Context: an optimization exercise on an open-source flow, tuned for small area and a short achievable clock period. The choices shown serve that exercise and are no tape-out recipe. Where RTL was checked, it was by simulation tests only, not by an equivalence proof against the original. Function not checked in run 1: the RTL went through the layout flow alone. Power is estimated from default activity; no workload was simulated.

`flow/config.mk`:
```
export PLATFORM = sky130hd
export DESIGN_NAME = cpu_top
export DESIGN_NICKNAME = cpu_top
export VERILOG_FILES = /design/flow/design.v
export SDC_FILE = /design/flow/constraint.sdc
export NUM_CORES = 8
export LEC_CHECK = 0
export CAP_MARGIN = 20
export CORE_MARGIN = 2
export CORE_UTILIZATION = 45
export PLACE_DENSITY = 0.55
export SETUP_SLACK_MARGIN = 5
export SLEW_MARGIN = 20
export SYNTH_HIERARCHICAL = 1
export SYNTH_MEMORY_MAX_BITS = 16384
export SYNTH_MINIMUM_KEEP_SIZE = 0
```
`flow/standard.sh`:
```
#!/bin/bash
# synth_recipe.tcl (not shown) runs the flow's synth.tcl, then flattens the netlist and writes it again
# the make line also repeats each setting of config.mk as NAME=value (left out here)
make -C /OpenROAD-flow-scripts/flow DESIGN_CONFIG=/design/flow/config.mk WORK_HOME=/design/flow/orfs CLKGATE_MAP_FILE= SYNTH_SCRIPT=/design/flow/synth_recipe.tcl "${@:-finish}"
```
`flow/design.v`:
```
`timescale 1ns/1ns
`default_nettype none
package cpu_pkg;
	typedef logic [32-1:0]    word_t;
	typedef logic [32-1:0]    instr_t;
	typedef logic [5-1:0]  reg_idx_t;
	typedef logic [12-1:0]    pc_t;
	typedef logic [17-1:0]   imm_t;
	typedef logic [27-1:0] status_t;
	typedef logic [6-1:0] dmem_addr_t;
	typedef enum logic [4:0] {
		OP_ARITH = 5'd0,
		OP_J     = 5'd1,
		OP_BNE   = 5'd2,
		OP_JAL   = 5'd3,
		OP_JR    = 5'd4,
		OP_ADDI  = 5'd5,
		OP_BLT   = 5'd6,
		OP_SW    = 5'd7,
		OP_LW    = 5'd8,
		OP_SETX  = 5'd21
	} opcode_e;
	typedef enum logic [4:0] {
		ALU_ADD = 5'd0,
		ALU_SUB = 5'd1,
		ALU_AND = 5'd2,
		ALU_OR  = 5'd3,
		ALU_SLL = 5'd4,
		ALU_SRA = 5'd5
	} alu_op_e;
	typedef enum logic [1:0] {
		WB_ALU,
		WB_MEM,
		WB_LINK
	} wb_sel_e;
endpackage
`default_nettype wire
`timescale 1ns/1ns
`default_nettype none
module alu (
	input  cpu_pkg::word_t i_a,
	input  cpu_pkg::word_t i_b,
	input  cpu_pkg::word_t i_imm,
	input  logic           i_is_r,
	input  logic           i_use_imm,
	input  logic           i_sub,
	input  logic [4:0]     i_funct,
	input  logic [4:0]     i_shamt,
	output cpu_pkg::word_t o_result,
	output logic           o_ovf,
	output logic           o_ne,
	output logic           o_lt
);
	cpu_pkg::word_t op_b;
	cpu_pkg::word_t op_bx;
	cpu_pkg::word_t prop;
	cpu_pkg::word_t sum;
	cpu_pkg::word_t sh_in;
	cpu_pkg::word_t sh_out;
	cpu_pkg::word_t sh_rev;
	logic           sh_left;
	logic           sh_fill;
	assign op_b  = i_use_imm ? i_imm : i_b;
	assign op_bx = op_b ^ {32{i_sub}};
	assign prop  = i_a ^ op_bx;
	assign sum   = i_a + op_bx + {31'd0, i_sub};
	assign o_ovf = (i_a[32-1] == op_bx[32-1]) && (sum[32-1] != i_a[32-1]);
	assign o_ne = ~&prop;
	assign o_lt = ~(sum[32-1] ^ o_ovf) & o_ne;
	assign sh_left = ~i_funct[0];
	assign sh_fill = i_funct[0] & i_a[32-1];
	always_comb begin
		for (int i = 0; i < 32; i++) sh_in[i] = sh_left ? i_a[32-1-i] : i_a[i];
	end
	assign sh_out = $signed({sh_fill, sh_in}) >>> i_shamt;
	always_comb begin
		for (int i = 0; i < 32; i++) sh_rev[i] = sh_out[32-1-i];
	end
	always_comb begin
		case (i_funct)
			5'd0, 5'd1: o_result = sum;
			5'd2:       o_result = i_a & i_b;
			5'd3:       o_result = i_a | i_b;
			5'd4:       o_result = sh_rev;
			5'd5:       o_result = sh_out;
			default:    o_result = '0;
		endcase
		if (!i_is_r) o_result = sum;
	end
endmodule
`default_nettype wire
`timescale 1ns/1ns
`default_nettype none
module instr_decoder (
	input  cpu_pkg::instr_t i_instr,
	output logic ctl_is_r,
	output logic ctl_is_addi,
	output logic ctl_is_sw,
	output logic ctl_is_lw,
	output logic ctl_is_j,
	output logic ctl_is_jal,
	output logic ctl_is_jr,
	output logic ctl_is_bne,
	output logic ctl_is_blt,
	output logic ctl_is_setx,
	output logic ctl_b_is_rd,
	output logic ctl_reg_we,
	output logic ctl_ovf_chk
);
	logic [4:0] op;
	logic [4:0] funct;
	assign op    = i_instr[31:27];
	assign funct = i_instr[6:2];
	assign ctl_is_r    = (op == 5'd0);
	assign ctl_is_j    = (op == 5'd1);
	assign ctl_is_bne  = (op == 5'd2);
	assign ctl_is_jal  = (op == 5'd3);
	assign ctl_is_jr   = (op == 5'd4);
	assign ctl_is_addi = (op == 5'd5);
	assign ctl_is_blt  = (op == 5'd6);
	assign ctl_is_sw   = (op == 5'd7);
	assign ctl_is_lw   = (op == 5'd8);
	assign ctl_is_setx = (op == 5'd21);
	assign ctl_b_is_rd = op[1] | op[2];
	assign ctl_reg_we  = ctl_is_r | ctl_is_addi | ctl_is_lw | ctl_is_jal;
	assign ctl_ovf_chk = ctl_is_addi | (ctl_is_r & (funct[4:1] == 4'd0));
endmodule
`default_nettype wire
`timescale 1ns/1ns
`default_nettype none
module rf_aoi22 (input logic a1, a2, b1, b2, output logic y);
	assign y = ~((a1 & a2) | (b1 & b2));
endmodule
module rf_nand4 (input logic a, b, c, d, output logic y);
	assign y = ~(a & b & c & d);
endmodule
module rf_nor2 (input logic a, b, output logic y);
	assign y = ~(a | b);
endmodule
module rf_nand2 (input logic a, b, output logic y);
	assign y = ~(a & b);
endmodule
module rf_nor3 (input logic a, b, c, output logic y);
	assign y = ~(a | b | c);
endmodule
module rf_predec2 (input logic [1:0] i_a, output logic [3:0] o_n);
	always_comb begin
		for (int j = 0; j < 4; j++) o_n[j] = ~(i_a == j);
	end
endmodule
module rf_predec3 (input logic [2:0] i_a, output logic [7:0] o_n);
	always_comb begin
		for (int j = 0; j < 8; j++) o_n[j] = ~(i_a == j);
	end
endmodule
module rf_wb_hit (
	input  cpu_pkg::reg_idx_t i_idx,
	input  cpu_pkg::reg_idx_t i_wb_idx,
	input  logic              i_wb_v,
	output logic              o_hit
);
	assign o_hit = i_wb_v && (i_idx == i_wb_idx);
endmodule
module rf_select (
	input  cpu_pkg::reg_idx_t i_idx,
	input  logic [31:1]       i_valid_n,
	input  cpu_pkg::reg_idx_t i_wb_idx,
	input  logic              i_wb_v,
	output logic [31:0]       o_sel
);
	logic [3:0] lo_n;
	logic [7:0] hi_n;
	rf_predec2 lo_i (.i_a(i_idx[1:0]), .o_n(lo_n));
	rf_predec3 hi_i (.i_a(i_idx[4:2]), .o_n(hi_n));
	for (genvar i = 1; i < 32; i++) begin : g_sel
		rf_nor3 u (.a(lo_n[i % 4]), .b(hi_n[i / 4]), .c(i_valid_n[i]), .y(o_sel[i]));
	end
	rf_wb_hit hit_i (.i_idx(i_idx), .i_wb_idx(i_wb_idx), .i_wb_v(i_wb_v), .o_hit(o_sel[0]));
endmodule
module rf_read_bit (
	input  logic [31:0] i_sel,
	input  logic [31:0] i_d,
	output logic        o_q
);
	logic [15:0] l1;
	logic [3:0]  l2;
	logic [1:0]  l3;
	for (genvar g = 0; g < 16; g++) begin : g_l1
		rf_aoi22 u (.a1(i_sel[2*g]), .a2(i_d[2*g]), .b1(i_sel[2*g+1]), .b2(i_d[2*g+1]), .y(l1[g]));
	end
	for (genvar g = 0; g < 4; g++) begin : g_l2
		rf_nand4 u (.a(l1[4*g]), .b(l1[4*g+1]), .c(l1[4*g+2]), .d(l1[4*g+3]), .y(l2[g]));
	end
	for (genvar g = 0; g < 2; g++) begin : g_l3
		rf_nor2 u (.a(l2[2*g]), .b(l2[2*g+1]), .y(l3[g]));
	end
	rf_nand2 l4 (.a(l3[0]), .b(l3[1]), .y(o_q));
endmodule
module rf_read (
	input  logic [31:0]          i_sel,
	input  logic [31:1][31:0]    i_regs,
	input  cpu_pkg::word_t       i_wb_data,
	output cpu_pkg::word_t       o_data
);
	for (genvar b = 0; b < 32; b++) begin : g_bit
		logic [31:0] d;
		always_comb begin
			d[0] = i_wb_data[b];
			for (int i = 1; i < 32; i++) d[i] = i_regs[i][b];
		end
		rf_read_bit u (.i_sel(i_sel), .i_d(d), .o_q(o_data[b]));
	end
endmodule
module reg_file (
	input  logic              i_clk,
	input  logic              i_rst_n,
	input  cpu_pkg::reg_idx_t i_ra_idx,
	input  cpu_pkg::reg_idx_t i_rb_idx,
	input  cpu_pkg::reg_idx_t i_wr_idx,
	input  logic              i_we,
	input  logic              i_load,
	input  cpu_pkg::word_t    i_wdata,
	input  cpu_pkg::word_t    i_mem_rdata,
	output cpu_pkg::dmem_addr_t o_load_addr,
	output cpu_pkg::word_t    o_rdata_a,
	output cpu_pkg::word_t    o_rdata_b
);
	localparam int N = 2**5;
	logic [N-1:1][31:0] regs;
	logic [N-1:1]   valid_q;
	logic [N-1:1]   wsel;
	logic [N-1:1]   rvalid_n;
	logic [N-1:0]   rsel_a;
	logic [N-1:0]   rsel_b;
	logic              wb_v_q;
	logic              wb_load_q;
	cpu_pkg::reg_idx_t wb_idx_q;
	cpu_pkg::word_t    wb_val_q;
	cpu_pkg::word_t    wb_data;
	always_ff @(posedge i_clk or negedge i_rst_n) begin
		if (!i_rst_n) begin
			wb_v_q <= 1'b0;
		end else begin
			wb_v_q <= i_we && (i_wr_idx != '0);
		end
	end
	always_ff @(posedge i_clk) begin
		wb_load_q <= i_load;
		wb_idx_q  <= i_wr_idx;
		wb_val_q  <= i_wdata;
	end
	assign o_load_addr = wb_val_q[6-1:0];
	assign wb_data     = wb_load_q ? i_mem_rdata : wb_val_q;
	always_comb begin
		for (int i = 1; i < N; i++) begin
			wsel[i]     = wb_v_q && (wb_idx_q == i);
			rvalid_n[i] = !(valid_q[i] && !wsel[i]);
		end
	end
	always_ff @(posedge i_clk or negedge i_rst_n) begin
		if (!i_rst_n) begin
			valid_q <= '0;
		end else begin
			valid_q <= valid_q | wsel;
		end
	end
	for (genvar i = 1; i < N; i++) begin : g_reg
		always_ff @(posedge i_clk) begin
			if (wsel[i]) regs[i] <= wb_data;
		end
	end
	rf_select sel_a_i (
		.i_idx(i_ra_idx), .i_valid_n(rvalid_n), .i_wb_idx(wb_idx_q), .i_wb_v(wb_v_q), .o_sel(rsel_a)
	);
	rf_select sel_b_i (
		.i_idx(i_rb_idx), .i_valid_n(rvalid_n), .i_wb_idx(wb_idx_q), .i_wb_v(wb_v_q), .o_sel(rsel_b)
	);
	rf_read read_a_i (.i_sel(rsel_a), .i_regs(regs), .i_wb_data(wb_data), .o_data(o_rdata_a));
	rf_read read_b_i (.i_sel(rsel_b), .i_regs(regs), .i_wb_data(wb_data), .o_data(o_rdata_b));
endmodule
`default_nettype wire
`timescale 1ns/1ns
`default_nettype none
module pc_unit (
	input  logic           i_clk,
	input  logic           i_rst_n,
	input  cpu_pkg::instr_t i_instr,
	input  logic           i_is_j,
	input  logic           i_is_jr,
	input  logic           i_is_bne,
	input  logic           i_is_blt,
	input  logic           i_ne,
	input  logic           i_lt,
	input  cpu_pkg::word_t i_jr_addr,
	output cpu_pkg::pc_t   o_pc,
	output cpu_pkg::pc_t   o_pc_plus_one
);
	cpu_pkg::pc_t pc_q;
	cpu_pkg::pc_t pc_next;
	cpu_pkg::pc_t pc_branch;
	logic         taken;
	assign o_pc_plus_one = pc_q + 1'b1;
	assign pc_branch     = o_pc_plus_one + i_instr[12-1:0];
	assign taken = (i_is_bne && i_ne) || (i_is_blt && i_lt);
	always_comb begin
		if (i_is_jr) begin
			pc_next = i_jr_addr[12-1:0];
		end else if (i_is_j) begin
			pc_next = i_instr[12-1:0];
		end else if (taken) begin
			pc_next = pc_branch;
		end else begin
			pc_next = o_pc_plus_one;
		end
	end
	always_ff @(posedge i_clk or negedge i_rst_n) begin
		if (!i_rst_n) begin
			pc_q <= '0;
		end else begin
			pc_q <= pc_next;
		end
	end
	assign o_pc = pc_q;
endmodule
`default_nettype wire
`timescale 1ns/1ns
`default_nettype none
module dm_select (
	input  cpu_pkg::dmem_addr_t i_base,
	input  cpu_pkg::dmem_addr_t i_offset,
	output logic [2**6-1:0] o_sel
);
	always_comb begin
		for (int k = 0; k < 2**6; k++) begin
			logic m;
			logic c;
			m = 1'b1;
			for (int i = 0; i < 6; i++) begin
				if (i == 0) c = 1'b0;
				else c = (i_base[i-1] == i_offset[i-1]) ? i_base[i-1] : ~k[i-1];
				m = m & ((i_base[i] ^ i_offset[i] ^ c) == k[i]);
			end
			o_sel[k] = m;
		end
	end
endmodule
module dm_read (
	input  logic [2**6-1:0]       i_sel,
	input  logic [2**6-1:0][31:0] i_mem,
	output cpu_pkg::word_t               o_data
);
	always_comb begin
		o_data = '0;
		for (int i = 0; i < 2**6; i++) o_data = o_data | ({32{i_sel[i]}} & i_mem[i]);
	end
endmodule
module dm_decode (
	input  cpu_pkg::dmem_addr_t    i_addr,
	output logic [2**6-1:0] o_sel
);
	always_comb begin
		for (int k = 0; k < 2**6; k++) o_sel[k] = (i_addr == k);
	end
endmodule
module data_mem (
	input  logic                i_clk,
	input  logic                i_we,
	input  cpu_pkg::dmem_addr_t i_base,
	input  cpu_pkg::dmem_addr_t i_offset,
	input  cpu_pkg::word_t      i_wdata,
	input  cpu_pkg::dmem_addr_t i_raddr,
	output cpu_pkg::word_t      o_rdata
);
	localparam int N = 2**6;
	logic [N-1:0][31:0] mem;
	logic [N-1:0]       sel;
	logic [N-1:0]       rsel;
	dm_select select_i (.i_base(i_base), .i_offset(i_offset), .o_sel(sel));
	for (genvar i = 0; i < N; i++) begin : g_word
		always_ff @(posedge i_clk) begin
			if (i_we && sel[i]) mem[i] <= i_wdata;
		end
	end
	dm_decode decode_i (.i_addr(i_raddr), .o_sel(rsel));
	dm_read read_i (.i_sel(rsel), .i_mem(mem), .o_data(o_rdata));
endmodule
`default_nettype wire
`timescale 1ns/1ns
`default_nettype none
module cpu_top (
	input  logic                i_clk,
	input  logic                i_rst_n,
	input  cpu_pkg::instr_t     i_instr,
	output cpu_pkg::pc_t        o_pc,
	output logic                o_dmem_we,
	output cpu_pkg::dmem_addr_t o_dmem_addr,
	output cpu_pkg::word_t      o_dmem_wdata,
	output cpu_pkg::status_t    o_status
);
	logic is_r, is_addi, is_sw, is_lw, is_j, is_jal, is_jr, is_bne, is_blt, is_setx;
	logic b_is_rd, reg_we, ovf_chk;
	cpu_pkg::reg_idx_t rd;
	cpu_pkg::reg_idx_t rs;
	cpu_pkg::reg_idx_t rt;
	cpu_pkg::word_t    imm;
	cpu_pkg::word_t rdata_a;
	cpu_pkg::word_t rdata_b;
	cpu_pkg::word_t alu_result;
	cpu_pkg::word_t mem_rdata;
	cpu_pkg::word_t wb_data;
	cpu_pkg::pc_t   pc_plus_one;
	cpu_pkg::dmem_addr_t mem_addr;
	cpu_pkg::dmem_addr_t load_addr;
	cpu_pkg::status_t status_q;
	logic alu_ovf, alu_ne, alu_lt;
	assign rd  = i_instr[26:22];
	assign rs  = i_instr[21:17];
	assign rt  = i_instr[16:12];
	assign imm = {{(32-17){i_instr[17-1]}}, i_instr[17-1:0]};
	instr_decoder decoder_i (
		.i_instr     (i_instr),
		.ctl_is_r    (is_r),
		.ctl_is_addi (is_addi),
		.ctl_is_sw   (is_sw),
		.ctl_is_lw   (is_lw),
		.ctl_is_j    (is_j),
		.ctl_is_jal  (is_jal),
		.ctl_is_jr   (is_jr),
		.ctl_is_bne  (is_bne),
		.ctl_is_blt  (is_blt),
		.ctl_is_setx (is_setx),
		.ctl_b_is_rd (b_is_rd),
		.ctl_reg_we  (reg_we),
		.ctl_ovf_chk (ovf_chk)
	);
	reg_file reg_file_i (
		.i_clk     (i_clk),
		.i_rst_n   (i_rst_n),
		.i_ra_idx  (rs),
		.i_rb_idx  (b_is_rd ? rd : rt),
		.i_wr_idx  (is_jal ? 5'd31 : rd),
		.i_we      (reg_we),
		.i_load    (is_lw),
		.i_wdata   (wb_data),
		.i_mem_rdata (mem_rdata),
		.o_load_addr (load_addr),
		.o_rdata_a (rdata_a),
		.o_rdata_b (rdata_b)
	);
	alu alu_i (
		.i_a      (rdata_a),
		.i_b      (rdata_b),
		.i_imm    (imm),
		.i_is_r   (is_r),
		.i_use_imm (i_instr[27] | i_instr[30]),
		.i_sub    ((i_instr[28] & ~i_instr[27]) | (is_r & (i_instr[6:2] == 5'd1))),
		.i_funct  (i_instr[6:2]),
		.i_shamt  (i_instr[11:7]),
		.o_result (alu_result),
		.o_ovf    (alu_ovf),
		.o_ne     (alu_ne),
		.o_lt     (alu_lt)
	);
	assign mem_addr = rdata_a[6-1:0] + imm[6-1:0];
	data_mem data_mem_i (
		.i_clk   (i_clk),
		.i_we    (is_sw & i_rst_n),
		.i_base  (rdata_a[6-1:0]),
		.i_offset (imm[6-1:0]),
		.i_wdata (rdata_b),
		.i_raddr (load_addr),
		.o_rdata (mem_rdata)
	);
	assign wb_data = is_jal ? {{(32-12){1'b0}}, pc_plus_one} : alu_result;
	pc_unit pc_unit_i (
		.i_clk         (i_clk),
		.i_rst_n       (i_rst_n),
		.i_instr       (i_instr),
		.i_is_j        (is_j | is_jal),
		.i_is_jr       (is_jr),
		.i_is_bne      (is_bne),
		.i_is_blt      (is_blt),
		.i_ne          (alu_ne),
		.i_lt          (alu_lt),
		.i_jr_addr     (rdata_b),
		.o_pc          (o_pc),
		.o_pc_plus_one (pc_plus_one)
	);
	always_ff @(posedge i_clk or negedge i_rst_n) begin
		if (!i_rst_n) begin
			status_q <= '0;
		end else if (is_setx) begin
			status_q <= i_instr[27-1:0];
		end else if (ovf_chk) begin
			status_q <= {{(27-1){1'b0}}, alu_ovf};
		end
	end
	assign o_status     = status_q;
	assign o_dmem_addr  = mem_addr;
	assign o_dmem_wdata = rdata_b;
	assign o_dmem_we    = is_sw & i_rst_n;
endmodule
`default_nettype wire
```
`flow/flow/run.sh`:
```
#!/bin/bash
# The standard layout with these changes: synthesis sees a strong driver
# and a light load on each module port, so it leaves cells at their smallest
# size; resizing may change a cell's footprint; port buffers are buf_4; timing
# repair aims at a larger setup margin; the clock tree uses clkbuf_8 without
# dummy loads.
set -euo pipefail
bash standard.sh \
  ABC_LOAD_IN_FF=1 \
  ABC_DRIVER_CELL=sky130_fd_sc_hd__buf_4 \
  MATCH_CELL_FOOTPRINT=0 \
  SETUP_SLACK_MARGIN=8 \
  TNS_END_PERCENT=20 \
  BUFFER_PORTS_ARGS="-buffer_cell sky130_fd_sc_hd__buf_4" \
  CTS_ARGS="-sink_clustering_enable -repair_clock_nets -dont_use_dummy_load -buf_list sky130_fd_sc_hd__clkbuf_8 -sink_clustering_size 14 -sink_clustering_max_diameter 45" \
  finish > make.log 2>&1
```
`flow/constraint.sdc`:
```
create_clock -name core_clock -period 16.0 [get_ports {i_clk}]
set_input_delay 3.2000 -clock core_clock [delete_from_list [all_inputs] [get_ports {i_clk}]]
set_output_delay 3.2000 -clock core_clock [all_outputs]
set_load 0.01 [all_outputs]
```
==> summary.txt, run 1 <==
- Data arrival time of the worst path: 6.50 ns
- Unrepaired setup endpoints after global routing: yes
* Most used cell, CP: buf_12
* DRT iter0 DRCs: 16.3k
- For the final database, setup skew stands at 0.149 ns.
* Antenna Nets Post-Route: 0
- Tightest Pin Transition: 1.24 ns
- The signal on the critical path passes through buf_12, or2_4, mux2_4, xor2_1, nor4_1, and3_4, buf_12, clkbuf_16, a22oi_2, nand4_1, nor2_4, nand2_8, buf_4.
- Final number of max-transition violations: 0
- The floorplan has 195 rows.
* Final standard cell area without fillers: 151000 um2
- In this run the vertical extent of the chip is 535 um.
* Worst Setup Path Type: primary input to output port
- Worst-path fanout max: 16
- The floorplan step defined a die boundary enclosing 287000 um2.
- Summing every instance area after synthesis gives 127000 um2.
* Cell area after placement: 135000 um2
- Core occupancy in the finished layout: between 50% and 60%
* Largest net degree at the start of global routing: 72
- The tightest hold path in the finished design has a slack of ~0.47 ns.
- Effective utilization at floorplan: 45.1%
- Cell with the largest stage delay on the worst path: nand4_1
* Power density over cell area: 119 nW/um2
- Summed over all cells, the static leakage comes to 49.4 nW.
- Required @ worst endpoint: 12.80 ns
- DRT Pass-1 Iters: 7
- Max IR drop VDD: a little over 0.09 mV
* Total half-perimeter wirelength after legalization and detailed placement: ~270 mm
* Yosys warns: 17
- Post-route total power: 0.0180 W
* CTS tree: yes
- STA classifies the critical path endpoint as an output port.
- Aggregate negative setup slack: 0 ns
* Startpoint type of the worst setup path: primary input
- Core box area: 282000 um2
- Counting every net in the synthesized netlist gives 7754.
- Via count of the first global-routing pass: 81.3k
- For this design, the sink count on the clock tree is ~3.1k.
* Syn Area/Cell: 16.6 um2
* Root buffer cell: clkbuf_8
- In this run the horizontal extent of the chip is approximately 540 um.
- The min-delay analysis places its worst path in the category register to register.
- After detailed routing, the number of vias per cell comes to 7.16.
* Number of endpoints failing setup at the final stage: 0
- Number of failing hold endpoints at the final stage: 0
- The worst path uses 60.6% of the clock period.
- Average routed wire per standard cell: 44.2 um
- The run finished with no timing, DRC or antenna violations.
* Fraction of layout instances using a drive strength above 1: about a quarter
- IO Port Bufs: 111
- The cell count after synthesis came out at around 7.7k.
- Clk buf depth: 4
- Number of buffers created by CTS: around 390
- Routability-driven placement finished with a final weighted congestion of 0.960.
- Global routing finished with a remaining overflow of 0.
* # nets final: around 9k
- Clock latency on the worst-skew pair: 1.16 ns
- Across all layers, the routed design uses 89.5k vias.
- Subtracting the final worst setup slack from the clock period gives between 9 and 10 ns.
- In this run the number of H-tree levels came out at 5.
- The tool flagged a number of max-cap violations equal to 0.
- I/O pins: 112
* Antenna violations before repair: 57
* CP max stage delay: about 0.57 ns
* Hold buffers post-CTS: 0
- Slew HR: 16.8%
- Maximum clock rate: 103 MHz
- Wires add up to around 550 mm.
* Global-route wire length before repair: between 700 and 800 mm
- Global-route total usage across every layer: 37.1%
* Clock-pin slew reported for the worst setup and hold paths after clock tree synthesis: 0.05 ns
- DRC Markers: 0
* Syn-to-layout area delta: 18.6%
- Buffers and inverters on the worst path: 4
- Broken down by cell family, the worst path's largest delay share belongs to simple AND/OR/NAND/NOR gates.
-- layer usage --
metal / up-vias / track usage (%) / wire length (um)
li1: 34811 / - / -
met3: 1318 / 12.3 / 80200
met5: - / 0.666 / 148
met4: 22 / 22.2 / 41300
met1: 46317 / 50.2 / 202000
met2: 7032 / 51.8 / 228000
-- state kept, by name, indices dropped and copies added (netlist names) --
register              flops
data_mem_i.mem         2048
pc_unit_i.pc_q           12
reg_file_i.regs         992
reg_file_i.valid_q       31
reg_file_i.wb_idx_q       5
reg_file_i.wb_load_q      1
reg_file_i.wb_v_q         1
reg_file_i.wb_val_q      32
status_q                 27
-- worst register-to-register path, delay by kind of cell (launching register included) --
kind / cells / cell delay (ns)
adders and majority gates: 1 / 0.34
buffers and inverters: 8 / 1.37
DFF: 1 / 0.42
and+or+nand+nor: 9 / 3.17
AOI/OAI and AO/OA: 11 / 2.38
muxes: 4 / 0.81
xor gates and xnor gates: 1 / 0.14
-- power by group --
| part | leakage, nW | internal (W) | switching (W) |
|---|---|---|---|
| Clock | 2.78 | 0.00212 | 0.00275 |
| Combinational | 17.4 | 0.00103 | 0.00255 |
| Sequential | 29.2 | 0.00943 | 0.0000753 |
| Total | 49.4 | 0.0126 | 0.00537 |
-- layout by cell type, fill, tap and decap left out, types with 60 or more instances in the layout --
cell / n
edfxtp_1: 3040
a22oi_1: 984
buf_4: 574
a22o_1: 538
a221oi_1: 433
nand4_1: 400
clkbuf_8: 388
nor2_1: 205
buf_12: 148
buf_6: 137
nand2_1: 135
nor2_4: 111
o21ai_0: 89
a221oi_2: 71
dfrtp_1: 71
mux2i_1: 69
a21oi_1: 66
xnor2_1: 64
nor3_4: 62
clkbuf_16: 60
-- final cells by class --
cell class | instances | area, um2
Timing Repair Buffer | 955 | 10900
Fill cell | 22679 | 131000
Multi-Input combinational cell | 4208 | 35700
Antenna cell | 27 | 67.6
Tap cell | 3743 | 4680
Inverter | 34 | 128
Clock buffer | 386 | 5310
Sequential cell | 3149 | 93800
-- path summary, 6_finish.rpt --
path / startpoint / endpoint / depth (start not counted) / slack, ns
hold / removal: reg_file_i.valid_q[7]$_DFF_PN0_ / reg_file_i.valid_q[7]$_DFF_PN0_ / 1 / 0.47
max in group asynchronous: i_rst_n / reg_file_i.valid_q[25]$_DFF_PN0_ / 2 / 12.77
hold reg to reg: reg_file_i.valid_q[7]$_DFF_PN0_ / reg_file_i.valid_q[7]$_DFF_PN0_ / 1 / 0.47
min in group asynchronous: i_rst_n / pc_unit_i.pc_q[0]$_DFF_PN0_ / 1 / 2.02
setup reg to reg: reg_file_i.wb_val_q[5]$_DFF_P_ / pc_unit_i.pc_q[11]$_DFF_PN0_ / 34 / 7.20
setup / recovery: i_instr[28] / o_dmem_wdata[25] / 13 / 6.30
-- metrics by stage --
| step | setup WS (ns) | std cells |
|---|---|---|
| floorplan | 7.11 | 7655 |
| global placement | 5.26 | 11497 |
| global route | 6.37 | 12476 |
| detailed placement | 5.26 | 11497 |
| finish | 6.30 | 12502 |
| CTS | 6.57 | 12353 |
-- repair_timing --
action | 4_1_cts | 5_1_grt
setup endpoints to repair | 944 | 71
pin swaps | 294 | 101
gates resized for setup | 793 | 120
gates cloned | 98 | 21
buffers inserted | 372 | 99
==> run 2, diff against run 1 <==
--- a/flow/design.v
+++ b/flow/design.v
@@ -144,4 +144,7 @@
 	assign y = ~(a | b | c);
 endmodule
+module rf_mux2 (input logic s, a, b, output logic y);
+	assign y = s ? b : a;
+endmodule
 module rf_predec2 (input logic [1:0] i_a, output logic [3:0] o_n);
 	always_comb begin
@@ -178,4 +181,33 @@
 	rf_wb_hit hit_i (.i_idx(i_idx), .i_wb_idx(i_wb_idx), .i_wb_v(i_wb_v), .o_hit(o_sel[0]));
 endmodule
+module rf_select2 (
+	input  cpu_pkg::reg_idx_t i_idx0,
+	input  cpu_pkg::reg_idx_t i_idx1,
+	input  logic              i_pick,
+	input  logic [31:1]       i_valid_n,
+	input  cpu_pkg::reg_idx_t i_wb_idx,
+	input  logic              i_wb_v,
+	output logic [31:0]       o_sel
+);
+	logic [3:0] lo0_n, lo1_n, lo_n;
+	logic [7:0] hi0_n, hi1_n, hi_n;
+	logic       hit0, hit1;
+	rf_predec2 lo0_i (.i_a(i_idx0[1:0]), .o_n(lo0_n));
+	rf_predec3 hi0_i (.i_a(i_idx0[4:2]), .o_n(hi0_n));
+	rf_predec2 lo1_i (.i_a(i_idx1[1:0]), .o_n(lo1_n));
+	rf_predec3 hi1_i (.i_a(i_idx1[4:2]), .o_n(hi1_n));
+	for (genvar j = 0; j < 4; j++) begin : g_lo
+		rf_mux2 u (.s(i_pick), .a(lo0_n[j]), .b(lo1_n[j]), .y(lo_n[j]));
+	end
+	for (genvar j = 0; j < 8; j++) begin : g_hi
+		rf_mux2 u (.s(i_pick), .a(hi0_n[j]), .b(hi1_n[j]), .y(hi_n[j]));
+	end
+	for (genvar i = 1; i < 32; i++) begin : g_sel
+		rf_nor3 u (.a(lo_n[i % 4]), .b(hi_n[i / 4]), .c(i_valid_n[i]), .y(o_sel[i]));
+	end
+	rf_wb_hit hit0_i (.i_idx(i_idx0), .i_wb_idx(i_wb_idx), .i_wb_v(i_wb_v), .o_hit(hit0));
+	rf_wb_hit hit1_i (.i_idx(i_idx1), .i_wb_idx(i_wb_idx), .i_wb_v(i_wb_v), .o_hit(hit1));
+	rf_mux2 hit_i (.s(i_pick), .a(hit0), .b(hit1), .y(o_sel[0]));
+endmodule
 module rf_read_bit (
 	input  logic [31:0] i_sel,
@@ -216,5 +248,7 @@
 	input  logic              i_rst_n,
 	input  cpu_pkg::reg_idx_t i_ra_idx,
-	input  cpu_pkg::reg_idx_t i_rb_idx,
+	input  cpu_pkg::reg_idx_t i_rb_idx0,
+	input  cpu_pkg::reg_idx_t i_rb_idx1,
+	input  logic              i_rb_pick,
 	input  cpu_pkg::reg_idx_t i_wr_idx,
 	input  logic              i_we,
@@ -273,6 +307,7 @@
 		.i_idx(i_ra_idx), .i_valid_n(rvalid_n), .i_wb_idx(wb_idx_q), .i_wb_v(wb_v_q), .o_sel(rsel_a)
 	);
-	rf_select sel_b_i (
-		.i_idx(i_rb_idx), .i_valid_n(rvalid_n), .i_wb_idx(wb_idx_q), .i_wb_v(wb_v_q), .o_sel(rsel_b)
+	rf_select2 sel_b_i (
+		.i_idx0(i_rb_idx0), .i_idx1(i_rb_idx1), .i_pick(i_rb_pick),
+		.i_valid_n(rvalid_n), .i_wb_idx(wb_idx_q), .i_wb_v(wb_v_q), .o_sel(rsel_b)
 	);
 	rf_read read_a_i (.i_sel(rsel_a), .i_regs(regs), .i_wb_data(wb_data), .o_data(o_rdata_a));
@@ -345,4 +380,23 @@
 	end
 endmodule
+module dm_read_bit (
+	input  logic [63:0] i_sel,
+	input  logic [63:0] i_d,
+	output logic        o_q
+);
+	logic [31:0] l1;
+	logic [7:0]  l2;
+	logic [3:0]  l3;
+	for (genvar g = 0; g < 32; g++) begin : g_l1
+		rf_aoi22 u (.a1(i_sel[2*g]), .a2(i_d[2*g]), .b1(i_sel[2*g+1]), .b2(i_d[2*g+1]), .y(l1[g]));
+	end
+	for (genvar g = 0; g < 8; g++) begin : g_l2
+		rf_nand4 u (.a(l1[4*g]), .b(l1[4*g+1]), .c(l1[4*g+2]), .d(l1[4*g+3]), .y(l2[g]));
+	end
+	for (genvar g = 0; g < 4; g++) begin : g_l3
+		rf_nor2 u (.a(l2[2*g]), .b(l2[2*g+1]), .y(l3[g]));
+	end
+	rf_nand4 l4 (.a(l3[0]), .b(l3[1]), .c(l3[2]), .d(l3[3]), .y(o_q));
+endmodule
 module dm_read (
 	input  logic [2**6-1:0]       i_sel,
@@ -350,7 +404,10 @@
 	output cpu_pkg::word_t               o_data
 );
-	always_comb begin
-		o_data = '0;
-		for (int i = 0; i < 2**6; i++) o_data = o_data | ({32{i_sel[i]}} & i_mem[i]);
+	for (genvar b = 0; b < 32; b++) begin : g_bit
+		logic [63:0] d;
+		always_comb begin
+			for (int i = 0; i < 64; i++) d[i] = i_mem[i][b];
+		end
+		dm_read_bit u (.i_sel(i_sel), .i_d(d), .o_q(o_data[b]));
 	end
 endmodule
@@ -359,6 +416,10 @@
 	output logic [2**6-1:0] o_sel
 );
-	always_comb begin
-		for (int k = 0; k < 2**6; k++) o_sel[k] = (i_addr == k);
+	logic [7:0] lo_n;
+	logic [7:0] hi_n;
+	rf_predec3 lo_i (.i_a(i_addr[2:0]), .o_n(lo_n));
+	rf_predec3 hi_i (.i_a(i_addr[5:3]), .o_n(hi_n));
+	for (genvar k = 0; k < 2**6; k++) begin : g_sel
+		rf_nor2 u (.a(lo_n[k % 8]), .b(hi_n[k / 8]), .y(o_sel[k]));
 	end
 endmodule
@@ -438,5 +499,7 @@
 		.i_rst_n   (i_rst_n),
 		.i_ra_idx  (rs),
-		.i_rb_idx  (b_is_rd ? rd : rt),
+		.i_rb_idx0 (rt),
+		.i_rb_idx1 (rd),
+		.i_rb_pick (b_is_rd),
 		.i_wr_idx  (is_jal ? 5'd31 : rd),
 		.i_we      (reg_we),
--- a/flow/flow/run.sh
+++ b/flow/flow/run.sh
@@ -13,4 +13,4 @@
   TNS_END_PERCENT=20 \
   BUFFER_PORTS_ARGS="-buffer_cell sky130_fd_sc_hd__buf_4" \
-  CTS_ARGS="-sink_clustering_enable -repair_clock_nets -dont_use_dummy_load -buf_list sky130_fd_sc_hd__clkbuf_8 -sink_clustering_size 14 -sink_clustering_max_diameter 45" \
+  CTS_ARGS="-sink_clustering_enable -repair_clock_nets -dont_use_dummy_load -buf_list sky130_fd_sc_hd__clkbuf_8 -sink_clustering_size 16 -sink_clustering_max_diameter 70" \
   finish > make.log 2>&1
==> run 2 against run 1 <==
Net effect: critical path type is now register to output port; still clean on timing, DRC and antenna; first-iteration DRC count is 0.69% lower; fmax is 3.4% higher; setup slack better by 0.32 ns; design area is 2.4% lower.
==> summary.txt, run 2 <==
* Site Rows: 194 (-0.51%)
- Required @ worst endpoint: 12.80 ns (about the same)
* Cell with the largest stage delay on the worst path: dfxtp_4
- The total vias in the final route was 89.2k (-0.37%).
* R2R setup slack: 7.53 ns (+0.33 ns)
- The peak ir drop on the vdd network is 0.0746 mV (-18%).
* Hold path startpoint: reg_file_i.valid_q[21]$_DFF_PN0_
- Htree depth: 4 (-1)
* Number of cells on the worst hold path: 1 (unchanged)
* Average routed wire per standard cell: 43.5 um (-1.6%)
* Number of failing hold endpoints at the final stage: 0 (unchanged)
- The core area is 279000 um2 (-0.94%).
- I/O pins: 112 (unchanged)
- The top cell types in the final layout, fill and taps aside, are edfxtp_1, a22oi_1, buf_4.
- The number of violations reported at the end of detailed-routing iteration 0 came to 16.2k (-0.69%).
- CP max stage delay: 0.47 ns (-0.10 ns)
* Largest net degree at the start of global routing: 66 (-8.3%)
- Endpoint kind of the worst setup timing path: output port
* Registers with the highest flip-flop counts: data_mem_i.mem: 2048 flops, reg_file_i.regs: 992 flops, reg_file_i.wb_val_q: 32 flops
- The maximum buffer depth of the clock tree was 4 (unchanged).
- The worst setup path is of the register to output port kind.
- The global-route wire length before repair is 721 mm (+0.12%).
* Via count of the first global-routing pass: 82.1k (+0.94%)
- The clock latency at the later pin of the worst-skew pair was 1.11 ns (-0.05 ns).
- Post-synthesis cell count: 7734 (+1.0%)
* Clock Skews: 0.116 ns (-0.0336 ns)
- The die outline height came to 533 um (-0.45%).
- The overall overflow remaining after global route was 0 (unchanged).
- Syn Area/Cell: 16.3 um2 (-1.9%)
- The first-pass detailed-route iteration total came to 7 (unchanged).
- Syn-to-layout area delta: 16.8%
- The effective utilization at floorplan was 45.1% (about the same).
- The cell count of the worst reg-to-reg path is 30 (-12%).
- Leaving out fill and tap cells, the most frequent cell in the layout is edfxtp_1.
- Data arrival time of the worst path: 6.18 ns (-0.32 ns)
* Family with the most delay on the worst path: simple AND/OR/NAND/NOR gates
- Post-route total power: 0.0166 W (-7.4%)
- Crit path cell chain: nand3b_1, buf_4, nor2_4, buf_4, a22oi_1, nand4_1, nor2_4, nand4_1, mux2_4, a22oi_1, nand4_1, nor2_4, nand2_8, ha_4, fa_2, a21o_1, a21oi_4, xnor2_2, buf_4
- Final routed wirelength across all metal layers: 544 mm (-1.4%)
- Period utilisation layout: 58.6% (-2.0 points)
- Yosys warns: 16 (-1)
- Antenna violations before repair: 60 (+5.3%)
- TritonCTS built the clock tree.
- Top reg by flops: data_mem_i.mem
- The horizontal extent of the die came to 533 um (-0.45%).
- Final standard cell area without fillers: 147000 um2 (-2.4%)
- The max-capacitance violation count came to 0 (unchanged).
* Final number of max-transition violations: 0 (unchanged)
- Unrepaired setup endpoints after global routing: yes
* Clock-pin slew reported for the worst setup and hold paths after clock tree synthesis: 0.09 ns (+0.04 ns)
* Clock sink total: 3149 (unchanged)
- Fraction of layout instances using a drive strength above 1: 21.2% (-2.9 points)
- The min-delay analysis places its worst path in the category register to register.
- The detail-routed via count per cell was 7.12 (-0.52%).
- The summed instance area of the synthesized netlist is 126000 um2 (-0.90%).
- The number of flip-flops in the largest register came to 2048 (unchanged).
- Startpoint type of the worst setup path: register
* DRC Markers: 0 (unchanged)
- Power density over cell area: 113 nW/um2 (-5.1%)
- Final Instance Count excl. Fillers: 12.5k (+0.15%)
- Full die area: 284000 um2 (-0.89%)
* Aggregate negative setup slack: 0 ns (unchanged)
- Placer congestion estimate: 0.970 (+0.97%)
* # nets final: 8872 (+0.44%)
- The flow ran to the end and the layout has no timing, DRC or antenna violations.
* IO Port Bufs: 111 (unchanged)
* Terminating pin of the worst hold path: reg_file_i.valid_q[21]$_DFF_PN0_
* Post-synth net total: 7833 (+1.0%)
- The global-route usage over all layers is 37.3% (+0.17 points).
* Antenna Nets Post-Route: 0 (unchanged)
- Number of buffers created by CTS: 228 (-41%)
* Root buffer cell: clkbuf_8
- The number of placed instances with taps included came to 11.7k (+1.9%).
* Static leakage power: 46.8 nW (-5.2%)
- Post-layout min period: 9.38 ns (-0.324 ns)
* Buffers and inverters on the worst path: 3 (-1)
- The worst slew margin relative to its limit is 18.5% (+1.7 points).
- In this run the critical register-to-register path is launched from reg_file_i.wb_val_q[1]$_DFF_P_.
- Cell area after placement: 135000 um2 (about the same)
* Worst-path fanout max: 32 (+16)
* Tightest Pin Transition: 1.22 ns (-0.0249 ns)
* Worst reg2reg endpoint: pc_unit_i.pc_q[11]$_DFF_PN0_
- The utilization after layout came to 52.7% (-0.80 points).
- The timing-limited maximum frequency came to 107 MHz (+3.4%).
- The setup-violating endpoint count in the final report was 0 (unchanged).
* Total half-perimeter wirelength after legalization and detailed placement: 272 mm (+0.79%)
-- run 2: layer usage --
metal | GRT usage, % | vias to the layer above | routed length (um) | share of wire (%)
li1 | - | 34918 | - | -
met2 | 53.0 | 6990 | 230000 | 42
met4 | 26.0 | 32 | 46100 | 8.5
met5 | 0 | - | 255 | 0.047
met1 | 48.1 | 45760 | 192000 | 35
met3 | 12.5 | 1471 | 76200 | 14
-- run 2: worst max-delay path by stage --
stage                                        start        endpoint  slack, ns  cells after the start
floorplan                              i_instr[21]  o_dmem_addr[5]       7.09                     11
global placement                       i_instr[17]  o_dmem_addr[4]       5.62                     14
detailed placement                     i_instr[17]  o_dmem_addr[4]       5.63                     14
CTS                                    i_instr[17]  o_dmem_addr[4]       6.80                     17
global route                           i_instr[19]  o_dmem_addr[4]       6.69                     15
finish              reg_file_i.wb_val_q[1]$_DFF_P_  o_dmem_addr[4]       6.62                     19
-- run 2: area by class of cell --
cell class / count / area [um2]
Antenna cell: 26 / 65.1
Sequential cell: 3149 / 93800
Inverter: 32 / 120
Tap cell: 3724 / 4660
Clock buffer: 228 / 3140
Fill cell: 22617 / 132000
Multi-Input combinational cell: 4503 / 35800
Timing Repair Buffer: 859 / 9430
-- run 2: stage by stage --
step,hold slack [ns],worst slack [ns]
global route,0.486,6.69
CTS,0.471,6.80
global placement,0.454,5.62
floorplan,0.436,7.09
finish,0.474,6.62
detailed placement,0.455,5.63
-- run 2: report_power, final --
part,leakage (nW),internal (W),switching (W)
registers,29.2,0.00942,0.0000860
clock network,1.64,0.00127,0.00254
logic,16.0,0.000796,0.00252
-- run 2: repair_timing --
item	4_1_cts	5_1_grt
pin swaps	270	85
hold buffers	0	0
cloned	96	5
setup endpoints to repair	584	65
gates resized for setup	697	61
setup buffers	380	65
==> run 3, diff against run 2 <==
--- a/flow/flow/run.sh
+++ b/flow/flow/run.sh
@@ -10,5 +10,5 @@
   ABC_DRIVER_CELL=sky130_fd_sc_hd__buf_4 \
   MATCH_CELL_FOOTPRINT=0 \
-  SETUP_SLACK_MARGIN=8 \
+  SETUP_SLACK_MARGIN=6.5 \
   TNS_END_PERCENT=20 \
   BUFFER_PORTS_ARGS="-buffer_cell sky130_fd_sc_hd__buf_4" \
==> run 3 against run 2 <==
Net effect: synthesized cell count did not move; first-iteration DRC count fell by 22%; count of clock-buffer cells in the layout rose by 3; global-route usage fell by 5.3 points; worst hold slack got worse by 0.0017 ns; via count fell by 7.4%; register-to-register slack got worse by 0.90 ns.
==> summary.txt, run 3 <==
- The core area was 279000 um2 (unchanged).
- The tree is rooted in a clkbuf_8.
* Syn-to-layout area delta: 10.9%
- The global-route usage over all layers is 31.9% (-5.3 points).
* Most common cell after layout, fill and taps aside: edfxtp_1
- Placer congestion estimate: 0.964 (-0.59%)
- The number of flip-flops in the largest register was 2048 (unchanged).
- Height of the die: 533 um (unchanged)
- The horizontal extent of the die was 533 um (unchanged).
- The required arrival time at the worst endpoint was 12.80 ns (about the same).
- Clock share of power: 23.5% (+0.6 points)
* Antenna violations before repair: 25 (-58%)
- The setup-violating endpoint count in the final report is 0 (unchanged).
- # nets final: 8414 (-5.2%)
- Drt via density: 6.85 (-3.8%)
- Clock latency on the worst-skew pair: 1.08 ns (-0.03 ns)
- The cell count of the worst hold path was 1 (unchanged).
* DRT Pass-1 Iters: 8 (+1)
* Net switching power of the design: 0.00470 W (-8.7%)
- The maximum buffer depth of the clock tree is 4 (unchanged).
- Switching fraction of total power: 29.3% (-1.7 points)
- Result of the run: no timing/DRC/antenna violations
- Detailed-route via count: 82.6k (-7.4%)
- I/O pins: 112 (unchanged)
* Clock Skews: 0.154 ns (+0.0383 ns)
* Worst Setup Path Type: primary input to output port
* Clock sink total: 3149 (unchanged)
- Period utilisation layout: 60.5% (+1.9 points)
- DRC Markers: 0 (unchanged)
- The global-route wire length before repair came to 634 mm (-12%).
- Number of buffers created by CTS: 231 (+1.3%)
- Worst-path fanout max: 32 (unchanged)
- The cell count of the worst reg-to-reg path was 23 (-23%).
- Internal power component: 0.0113 W (-1.2%)
* Startpoint type of the worst setup path: primary input
- IO Port Bufs: 111 (unchanged)
* Post-layout min period: 9.68 ns (+0.298 ns)
- The via count of the first global-routing pass was 77.3k (-5.9%).
* Yosys warns: 16 (unchanged)
* Combined area of all synthesized cells: 126000 um2 (unchanged)
- Endpoint kind of the worst setup timing path: output port
* Combinational Power Share: 17.4% (-2.6 points)
* Number of failing hold endpoints at the final stage: 0 (unchanged)
- DRT iter0 DRCs: 12.6k (-22%)
- The HPWL after detailed placement was 270 mm (-1.1%).
- Htree depth: 4 (unchanged)
- Max IR drop VDD: 0.0701 mV (-6.0%)
- The worst slew margin relative to its limit was 17.2% (-1.3 points).
- In this run the worst hold path is classified as register to register.
- Antenna Nets Post-Route: 0 (unchanged)
- The number of slew-limit violations in the final report is 0 (unchanged).
* Syn Area/Cell: 16.3 um2 (unchanged)
- Aggregate global routing overflow: 0 (unchanged)
* Aggregate negative setup slack: 0 ns (unchanged)
* Largest net degree at the start of global routing: 69 (+4.5%)
* Static leakage power: 43.4 nW (-7.4%)
- Effective utilization at floorplan: 45.1% (unchanged)
- Highest-count cells in the layout ignoring fill and taps: edfxtp_1, a22oi_1, nand4_1
- The synthesized net count was 7833 (unchanged).
- The transition time of the tightest slew-check pin is 1.24 ns (+0.0194 ns).
- The post-synthesis cell count is 7734 (unchanged).
- Clock-pin slew reported for the worst setup and hold paths after clock tree synthesis: 0.07 ns (-0.02 ns)
- CTS tree: yes
- Count of maximum capacitance violations: 0 (unchanged)
- Full die area: 284000 um2 (unchanged)
* Site Rows: 194 (unchanged)
- Maximum clock rate: 103 MHz (-3.1%)
- Top reg by flops: data_mem_i.mem
- The total power consumption of the routed design was 0.0160 W (-3.5%).
- Fraction of layout instances using a drive strength above 1: 14.2% (-7.0 points)
* Power density over cell area: 115 nW/um2 (+1.6%)
* Average routed wire per standard cell: 38.8 um (-11%)
* Data arrival time of the worst path: 6.48 ns (+0.30 ns)
- Unrepaired setup endpoints after global routing: yes
* Final routed wirelength across all metal layers: 467 mm (-14%)
* Registers with the highest flip-flop counts: data_mem_i.mem: 2048 flops, reg_file_i.regs: 992 flops, reg_file_i.wb_val_q: 32 flops
* Fraction of power consumed by sequential logic: 59.2% (+2.1 points)
==> run 3: metrics by stage <==
stage	util (%)	setup WS [ns]	cells	cell area (um2)	hold WS, ns
2_1_floorplan	-	6.50	7734	127000	0.436
3_3_place_gp	48.2	4.16	11730	135000	0.451
3_5_place_dp	48.2	4.11	11730	135000	0.455
4_1_cts	50.0	6.38	12027	139000	0.475
5_1_grt	50.1	6.34	12039	140000	0.488
6_report	50.1	6.32	12054	140000	0.473
==> run 3: what timing repair did <==
item / 4_1_cts / 5_1_grt
buffers inserted: 52 / 7
gates cloned: 14 / 1
gates resized for setup: 259 / 38
pin swaps: 40 / 5
hold buffers: 0 / 0
setup endpoints to repair: 72 / 40
==> run 3: final cells by class <==
class                      instances  area (um2)
antenna                           17        42.5
clock buffer                     231        3180
fill                           23215      139000
inverter                          32         120
multi-input combinational       4462       33700
sequential                      3149       93800
tap                             3724        4660
timing repair buffer             439        4130
==> run 3: path summary, 6_finish.rpt <==
path | from | to | slack (ns)
setup / recovery | i_instr[29] | o_dmem_wdata[31] | 6.32
hold / removal | reg_file_i.valid_q[26]$_DFF_PN0_ | reg_file_i.valid_q[26]$_DFF_PN0_ | 0.47
setup reg to reg | reg_file_i.wb_idx_q[4]$_DFF_P_ | pc_unit_i.pc_q[11]$_DFF_PN0_ | 6.63
hold reg to reg | reg_file_i.valid_q[26]$_DFF_PN0_ | reg_file_i.valid_q[26]$_DFF_PN0_ | 0.47
max in group asynchronous | i_rst_n | reg_file_i.valid_q[31]$_DFF_PN0_ | 12.71
min in group asynchronous | i_rst_n | status_q[5]$_DFFE_PN0P_ | 2.11
==> run 3: routing by layer <==
metal  share of wire [%]  GRT usage [%]  vias up  routed length (um)
li1                    -              -    33934                   -
met1                  38           42.2    42686              176000
met2                  45           49.2     5089              212000
met3                 9.9           6.72      868               46300
met4                 6.8           18.3        4               32000
met5              0.0054              0        -                  25
==> run 3: power groups by stage <==
stage	logic, W	clock network [W]	registers (W)
after floorplan	0.00113	0	0.00965
after CTS	0.00269	0.00383	0.00949
after detailed placement	0.00257	0	0.00968
after global routing	0.00283	0.00409	0.00950
final	0.00279	0.00377	0.00949
after global placement	0.00253	0	0.00968
==> run 3: worst max-delay path, stage by stage <==
cell,delay [ns]
buf_4,0.13
or2_2,0.30
buf_6,0.20
mux2_2,0.40
nor3_4,0.07
buf_4,0.33
a22oi_1,0.25
nand4_1,0.39
nor2_4,0.53
nand2_8,0.24
buf_4,0.27

-- re-timing with driven ports --
In the flow no input, the clock included, has a driving cell. The finished layouts below were timed again as built, in two steps. Step 1 assumes that a clkbuf_16 drives the clock port and a buf_2 every other input. Step 2 adds t to the input delays and takes it off the output delays; t is the mean of the earliest and latest rising clock arrival at the registers after step 1. Input paths then give back, and output paths get back, about the clock's delay inside the block. a / b / c = ideal ports / drivers / drivers and shift; a / b = the first two.
| run | t (ns) | slack for setup (ns) | hold WS [ns] | slew at the worst register clock pin (ns) |
|---|---|---|---|---|
| run 1 | 1.184 | 6.298 / 6.251 / 6.001 | 0.466 / 0.466 / 0.466 | 0.10 / 0.10 |
| run 2 | 1.155 | 6.621 / 6.516 / 5.897 | 0.474 / 0.474 / 0.474 | 0.12 / 0.12 |
| run 3 | 1.114 | 6.324 / 6.301 / 5.453 | 0.473 / 0.473 / 0.473 | 0.11 / 0.11 |
After both steps setup and hold are still met in every run listed. The setup slack of run 3, which loses most, moves by -0.023 ns with the drivers and by -0.871 ns with both steps.
